Background: an optimization exercise with open tools, aiming at small area, a short achievable clock period and few clock cycles per item. Do not read the settings as production practice. Power figures rest on the tool's default switching activity, not on a simulated workload.

// div_top
module div_top (
  input  wire                         CLK,
  input  wire                         RST_N,
  input  wire  [div_pkg::DATA_W-1:0]  req_a,
  input  wire  [div_pkg::DATA_W-1:0]  req_b,
  input  wire  [1:0]                  req_op,
  input  wire                         req_valid,
  output logic                        req_ready,
  output logic [div_pkg::DATA_W-1:0]  res,
  output logic                        res_valid,
  input  wire                         res_ready
);
==> module div_add, before the edit <==
module div_add #(
  parameter int W = 32
) (
  input  wire  [W-1:0] a,
  input  wire  [W-1:0] b,
  input  wire          cin,
  output logic [W-1:0] sum,
  output logic         cout
);
  localparam int LV = (W < 32) ? 5 : (W < 64) ? 6 : 7;   
  logic [LV:0][W:0] g;
  logic [LV:0][W:0] p;
  assign g[0] = {a & b, cin};
  assign p[0] = {a ^ b, 1'b0};
  for (genvar l = 0; l < LV; l++) begin : g_lvl
    for (genvar i = 0; i <= W; i++) begin : g_bit
      if (i >= (1 << l)) begin : g_op
        assign g[l+1][i] = g[l][i] | (p[l][i] & g[l][i - (1 << l)]);
        assign p[l+1][i] = p[l][i] & p[l][i - (1 << l)];
      end else begin : g_pass
        assign g[l+1][i] = g[l][i];
        assign p[l+1][i] = p[l][i];
      end
    end
  end
  assign sum  = p[0][W:1] ^ g[LV][W-1:0];
  assign cout = g[LV][W];
endmodule
export LEC_CHECK = 0
export CAP_MARGIN = 20
export CORE_MARGIN = 2
export CORE_UTILIZATION = 65
export SETUP_SLACK_MARGIN = 1.0
export SLEW_MARGIN = 20
create_clock -name core_clock -period 5.5 [get_ports {CLK}]
run.sh (not shown) runs the stock make flow with config.mk's settings and CLKGATE_MAP_FILE= SYNTH_SCRIPT=/design/flow/synth_recipe.tcl, a recipe that flattens the netlist after the stock synthesis.
Change:
--- a/flow/design.v
+++ b/flow/design.v
@@ -30,15 +30,15 @@
   logic [LV:0][W:0] g;
   logic [LV:0][W:0] p;
   assign g[0] = {a & b, cin};
   assign p[0] = {a ^ b, 1'b0};
   for (genvar l = 0; l < LV; l++) begin : g_lvl
     for (genvar i = 0; i <= W; i++) begin : g_bit
-      if (i >= (1 << l)) begin : g_op
-        assign g[l+1][i] = g[l][i] | (p[l][i] & g[l][i - (1 << l)]);
-        assign p[l+1][i] = p[l][i] & p[l][i - (1 << l)];
+      if ((i >> l) % 2 == 1) begin : g_op
+        assign g[l+1][i] = g[l][i] | (p[l][i] & g[l][((i >> l) << l) - 1]);
+        assign p[l+1][i] = p[l][i] & p[l][((i >> l) << l) - 1];
       end else begin : g_pass
         assign g[l+1][i] = g[l][i];
         assign p[l+1][i] = p[l][i];
       end
     end
   end
Critical path depth is unchanged.
Register-to-register slack is better by 0.24 ns.
Wire length falls by roughly a tenth.
Area after synthesis falls by a few percent.
Cell count falls by a little under a tenth.
Sequential share of layout area rises by 1.5 points.
Clock skew falls by 0.0076 ns.
Synthesized cell count falls by roughly a tenth.
Via count falls by roughly a tenth.
Die area falls by a few percent.
Function was not checked in any run of this note: the RTL went through the layout flow alone.

Setup of lane 1:
div_top, a different RTL version from the one above (not shown whole).
For scale: about 2300 cells after synthesis, ~180 flip-flops, ~100 I/O pins, about 19000 um2 of cells after synthesis.
==> module div_operand_prep, before the edit <==
module div_operand_prep (
  input  wire                          CLK,
  input  wire                          RST_N,
  input  wire  [div_pkg::DATA_W-1:0]   req_a,
  input  wire  [div_pkg::DATA_W-1:0]   req_b,
  input  wire  [1:0]                   req_op,
  input  wire                          accept,   
  input  wire                          take,     
  output logic [div_pkg::DATA_W-1:0]   rem,      
  output logic [div_pkg::DVS_W-1:0]    dvs,      
  output logic [div_pkg::CNT_W-1:0]    cnt,      
  output logic                         q_ones,   
  output logic                         neg,      
  output logic                         op_rem,
  output logic                         valid
);
  localparam int DW = div_pkg::DATA_W;
  localparam int QB = div_pkg::QB;
  logic                      sgn, a_neg, b_neg, dz, op_r, a_p2, b_p2;
  logic [DW-1:0]             a_mag, b_mag;
  logic [5:0]                la, lb;
  logic [6:0]                t, k;
  logic                      none;
  logic [DW+QB-1:0]          sh;
  logic [div_pkg::CNT_W-1:0] n_cnt;
  assign sgn   = ~req_op[div_pkg::OP_UNSGN_BIT];
  assign op_r  = req_op[div_pkg::OP_REM_BIT];
  assign a_neg = sgn & req_a[DW-1];
  assign b_neg = sgn & req_b[DW-1];
  assign dz    = (req_b == '0);
  div_cneg #(.W(DW)) u_nega (.x(req_a), .neg(a_neg), .y(a_mag));
  div_cneg #(.W(DW)) u_negb (.x(req_b), .neg(b_neg), .y(b_mag));
  div_lzc u_lza (.x(req_a ^ {DW{a_neg}}), .n(la));
  div_lzc u_lzb (.x(req_b ^ {DW{b_neg}}), .n(lb));
  always_comb begin
    a_p2 = a_neg;
    b_p2 = b_neg;
    for (int i = 0; i < DW-1; i++) begin
      a_p2 = a_p2 & (req_a[i+1] | ~req_a[i]);
      b_p2 = b_p2 & (req_b[i+1] | ~req_b[i]);
    end
  end
  div_add #(.W(7)) u_t (.a({1'b0, lb}), .b(~{1'b0, la}), .cin(a_p2),  .sum(t), .cout());
  div_add #(.W(7)) u_k (.a(t),          .b(7'd0),        .cin(~b_p2), .sum(k), .cout());
  assign none  = dz | k[6];
  assign sh    = {{QB{1'b0}}, b_mag} << (k[4:0] | 5'd1);
  assign n_cnt = none ? '0 : k[5:1];
  always_ff @(posedge CLK) begin
    if (!RST_N) begin
      valid <= 1'b0;
    end else if (accept) begin
      valid <= 1'b1;
    end else if (take) begin
      valid <= 1'b0;
    end
  end
  always_ff @(posedge CLK) begin
    if (accept) begin
      rem    <= a_mag;
      dvs    <= sh | {(DW+QB){none}};
      cnt    <= n_cnt;
      q_ones <= dz & ~op_r;
      neg    <= op_r ? a_neg : (a_neg ^ b_neg) & ~dz;
      op_rem <= op_r;
    end
  end
endmodule
==> module div_top, before the edit <==
module div_top (
  input  wire                         CLK,
  input  wire                         RST_N,
  input  wire  [div_pkg::DATA_W-1:0]  req_a,
  input  wire  [div_pkg::DATA_W-1:0]  req_b,
  input  wire  [1:0]                  req_op,
  input  wire                         req_valid,
  output logic                        req_ready,
  output logic [div_pkg::DATA_W-1:0]  res,
  output logic                        res_valid,
  input  wire                         res_ready
);
  localparam int DW = div_pkg::DATA_W;
  logic [DW-1:0]              p_rem;
  logic [div_pkg::DVS_W-1:0]  p_dvs;
  logic [div_pkg::CNT_W-1:0]  p_cnt;
  logic                       p_q_ones, p_neg, p_op_rem, p_valid;
  logic [DW-1:0]              c_rem, c_quo;
  logic                       c_neg, c_op_rem, c_q_ones, c_done, c_busy, c_valid;
  logic                       take, sel, load, accept;
  assign take      = c_done & res_ready;
  assign sel       = p_valid & ~c_busy;
  assign load      = p_valid & (~c_valid | take);
  assign req_ready = RST_N & (~p_valid | load);
  assign accept    = req_valid & req_ready;
  div_operand_prep u_prep (
    .CLK    (CLK),
    .RST_N  (RST_N),
    .req_a  (req_a),
    .req_b  (req_b),
    .req_op (req_op),
    .accept (accept),
    .take   (load),
    .rem    (p_rem),
    .dvs    (p_dvs),
    .cnt    (p_cnt),
    .q_ones (p_q_ones),
    .neg    (p_neg),
    .op_rem (p_op_rem),
    .valid  (p_valid)
  );
  div_stage_array u_core (
    .CLK       (CLK),
    .RST_N     (RST_N),
    .sel       (sel),
    .load      (load),
    .take      (take),
    .in_rem    (p_rem),
    .in_dvs    (p_dvs),
    .in_cnt    (p_cnt),
    .in_neg    (p_neg),
    .in_op_rem (p_op_rem),
    .rem       (c_rem),
    .quo       (c_quo),
    .neg       (c_neg),
    .op_rem    (c_op_rem),
    .in_q_ones (p_q_ones),
    .q_ones    (c_q_ones),
    .done      (c_done),
    .busy      (c_busy),
    .valid     (c_valid)
  );
  div_result_fix u_fix (
    .rem       (c_rem),
    .quo       (c_quo),
    .neg       (c_neg),
    .op_rem    (c_op_rem),
    .q_ones    (c_q_ones),
    .res       (res)
  );
  assign res_valid = c_done;
endmodule
export LEC_CHECK = 0
export CAP_MARGIN = 20
export CORE_MARGIN = 2
export CORE_UTILIZATION = 40
export SETUP_SLACK_MARGIN = 0.8
export SLEW_MARGIN = 20
create_clock -name core_clock -period 5.5 [get_ports {CLK}]
Lane 1 ran to completion and came out clean on the timing, DRC and antenna checks.
Setup changes, lane 1 to lane 2
--- a/flow/design.v
+++ b/flow/design.v
@@ -173,10 +173,11 @@
   input  wire  [div_pkg::DATA_W-1:0]   req_a,
   input  wire  [div_pkg::DATA_W-1:0]   req_b,
   input  wire  [1:0]                   req_op,
   input  wire                          accept,   
   input  wire                          take,     
+  output logic                         free,     
   output logic [div_pkg::DATA_W-1:0]   rem,      
   output logic [div_pkg::DVS_W-1:0]    dvs,      
   output logic [div_pkg::CNT_W-1:0]    cnt,      
   output logic                         q_ones,   
   output logic                         neg,      
@@ -184,49 +185,70 @@
   output logic                         valid
 );
   localparam int DW = div_pkg::DATA_W;
   localparam int QB = div_pkg::QB;
   logic                      sgn, a_neg, b_neg, dz, op_r, a_p2, b_p2;
+  logic [DW-1:0]             in_a, in_b;
+  logic [1:0]                in_op;
+  logic                      in_valid, move;
   logic [DW-1:0]             a_mag, b_mag;
   logic [5:0]                la, lb;
   logic [6:0]                t, k;
   logic                      none;
   logic [DW+QB-1:0]          sh;
   logic [div_pkg::CNT_W-1:0] n_cnt;
-  assign sgn   = ~req_op[div_pkg::OP_UNSGN_BIT];
-  assign op_r  = req_op[div_pkg::OP_REM_BIT];
-  assign a_neg = sgn & req_a[DW-1];
-  assign b_neg = sgn & req_b[DW-1];
-  assign dz    = (req_b == '0);
-  div_cneg #(.W(DW)) u_nega (.x(req_a), .neg(a_neg), .y(a_mag));
-  div_cneg #(.W(DW)) u_negb (.x(req_b), .neg(b_neg), .y(b_mag));
-  div_lzc u_lza (.x(req_a ^ {DW{a_neg}}), .n(la));
-  div_lzc u_lzb (.x(req_b ^ {DW{b_neg}}), .n(lb));
+  assign move = in_valid & (~valid | take);
+  assign free = ~in_valid | move;
+  always_ff @(posedge CLK) begin
+    if (!RST_N) begin
+      in_valid <= 1'b0;
+    end else if (accept) begin
+      in_valid <= 1'b1;
+    end else if (move) begin
+      in_valid <= 1'b0;
+    end
+  end
+  always_ff @(posedge CLK) begin
+    if (accept) begin
+      in_a  <= req_a;
+      in_b  <= req_b;
+      in_op <= req_op;
+    end
+  end
+  assign sgn   = ~in_op[div_pkg::OP_UNSGN_BIT];
+  assign op_r  = in_op[div_pkg::OP_REM_BIT];
+  assign a_neg = sgn & in_a[DW-1];
+  assign b_neg = sgn & in_b[DW-1];
+  assign dz    = (in_b == '0);
+  div_cneg #(.W(DW)) u_nega (.x(in_a), .neg(a_neg), .y(a_mag));
+  div_cneg #(.W(DW)) u_negb (.x(in_b), .neg(b_neg), .y(b_mag));
+  div_lzc u_lza (.x(in_a ^ {DW{a_neg}}), .n(la));
+  div_lzc u_lzb (.x(in_b ^ {DW{b_neg}}), .n(lb));
   always_comb begin
     a_p2 = a_neg;
     b_p2 = b_neg;
     for (int i = 0; i < DW-1; i++) begin
-      a_p2 = a_p2 & (req_a[i+1] | ~req_a[i]);
-      b_p2 = b_p2 & (req_b[i+1] | ~req_b[i]);
+      a_p2 = a_p2 & (in_a[i+1] | ~in_a[i]);
+      b_p2 = b_p2 & (in_b[i+1] | ~in_b[i]);
     end
   end
   div_add #(.W(7)) u_t (.a({1'b0, lb}), .b(~{1'b0, la}), .cin(a_p2),  .sum(t), .cout());
   div_add #(.W(7)) u_k (.a(t),          .b(7'd0),        .cin(~b_p2), .sum(k), .cout());
   assign none  = dz | k[6];
   assign sh    = {{QB{1'b0}}, b_mag} << (k[4:0] | 5'd1);
   assign n_cnt = none ? '0 : k[5:1];
   always_ff @(posedge CLK) begin
     if (!RST_N) begin
       valid <= 1'b0;
-    end else if (accept) begin
+    end else if (move) begin
       valid <= 1'b1;
     end else if (take) begin
       valid <= 1'b0;
     end
   end
   always_ff @(posedge CLK) begin
-    if (accept) begin
+    if (move) begin
       rem    <= a_mag;
       dvs    <= sh | {(DW+QB){none}};
       cnt    <= n_cnt;
       q_ones <= dz & ~op_r;
       neg    <= op_r ? a_neg : (a_neg ^ b_neg) & ~dz;
@@ -324,27 +346,28 @@
 );
   localparam int DW = div_pkg::DATA_W;
   logic [DW-1:0]              p_rem;
   logic [div_pkg::DVS_W-1:0]  p_dvs;
   logic [div_pkg::CNT_W-1:0]  p_cnt;
-  logic                       p_q_ones, p_neg, p_op_rem, p_valid;
+  logic                       p_q_ones, p_neg, p_op_rem, p_valid, p_free;
   logic [DW-1:0]              c_rem, c_quo;
   logic                       c_neg, c_op_rem, c_q_ones, c_done, c_busy, c_valid;
   logic                       take, sel, load, accept;
   assign take      = c_done & res_ready;
   assign sel       = p_valid & ~c_busy;
   assign load      = p_valid & (~c_valid | take);
-  assign req_ready = RST_N & (~p_valid | load);
+  assign req_ready = RST_N & (p_free | load);
   assign accept    = req_valid & req_ready;
   div_operand_prep u_prep (
     .CLK    (CLK),
     .RST_N  (RST_N),
     .req_a  (req_a),
     .req_b  (req_b),
     .req_op (req_op),
     .accept (accept),
     .take   (load),
+    .free   (p_free),
     .rem    (p_rem),
     .dvs    (p_dvs),
     .cnt    (p_cnt),
     .q_ones (p_q_ones),
     .neg    (p_neg),
[summary]
- Per the comparison of lane 2 with lane 1, total standard cell area after synthesis +about 11%, critical path depth -15, area growth from synthesis to final layout -12 points, final non-filler cell total -about 0.3%.
- | final worst setup slack | lane 2 vs lane 1 | 0.32 ns higher |
- Maximum frequency: lane 2 better than lane 1
- From lane 1 to lane 2 the numbers moved as follows: combinational group share of total power fell by 13 points; clock group share of total power picked up an extra 6.4 points; post-synth net total went up 86; worst max-slew margin expressed relative to the limit now sits lower.
- Per the comparison of lane 2 with lane 1, fraction of the yosys area taken by sequential cells went up 6.5 points; share of cell area taken by multi-input logic gates now smaller.
No run of this note included a check of the RTL's function; only the layout flow was run.

[port drivers added, routing unchanged]
No port has a modelled driver above. Below, the same layouts with a new extraction and two added sets of constraints.
Step 1, drivers: a clkbuf_16 drives CLK and a buf_2 each remaining input, both assumed.
Step 2, shift: input delay + t, output delay - t, t = (earliest + latest rising clock arrival at the registers) / 2. This alone moves slack from input paths to output paths.
a / b / c = ideal / step 1 / step 2; a / b = the first two.
| run | t (ns) | setup WS [ns] | cell pins on the clock port's net |
|---|---|---|---|
| the first run of note 1 | 0.613 | 0.671 / 0.671 / 0.671 | 1 |
| the second run of note 1 | 0.602 | 0.908 / 0.908 / 0.908 | 1 |
| lane 1 | 0.510 | 0.372 / 0.398 / -0.113 | 1 |
| lane 2 | 0.652 | 0.696 / 0.638 / 0.754 | 1 |
Met with ideal ports but missed after step 2: setup timing in lane 1. The setup slack of lane 1, which loses most, moves by +0.026 ns with the drivers and by -0.485 ns with both steps.
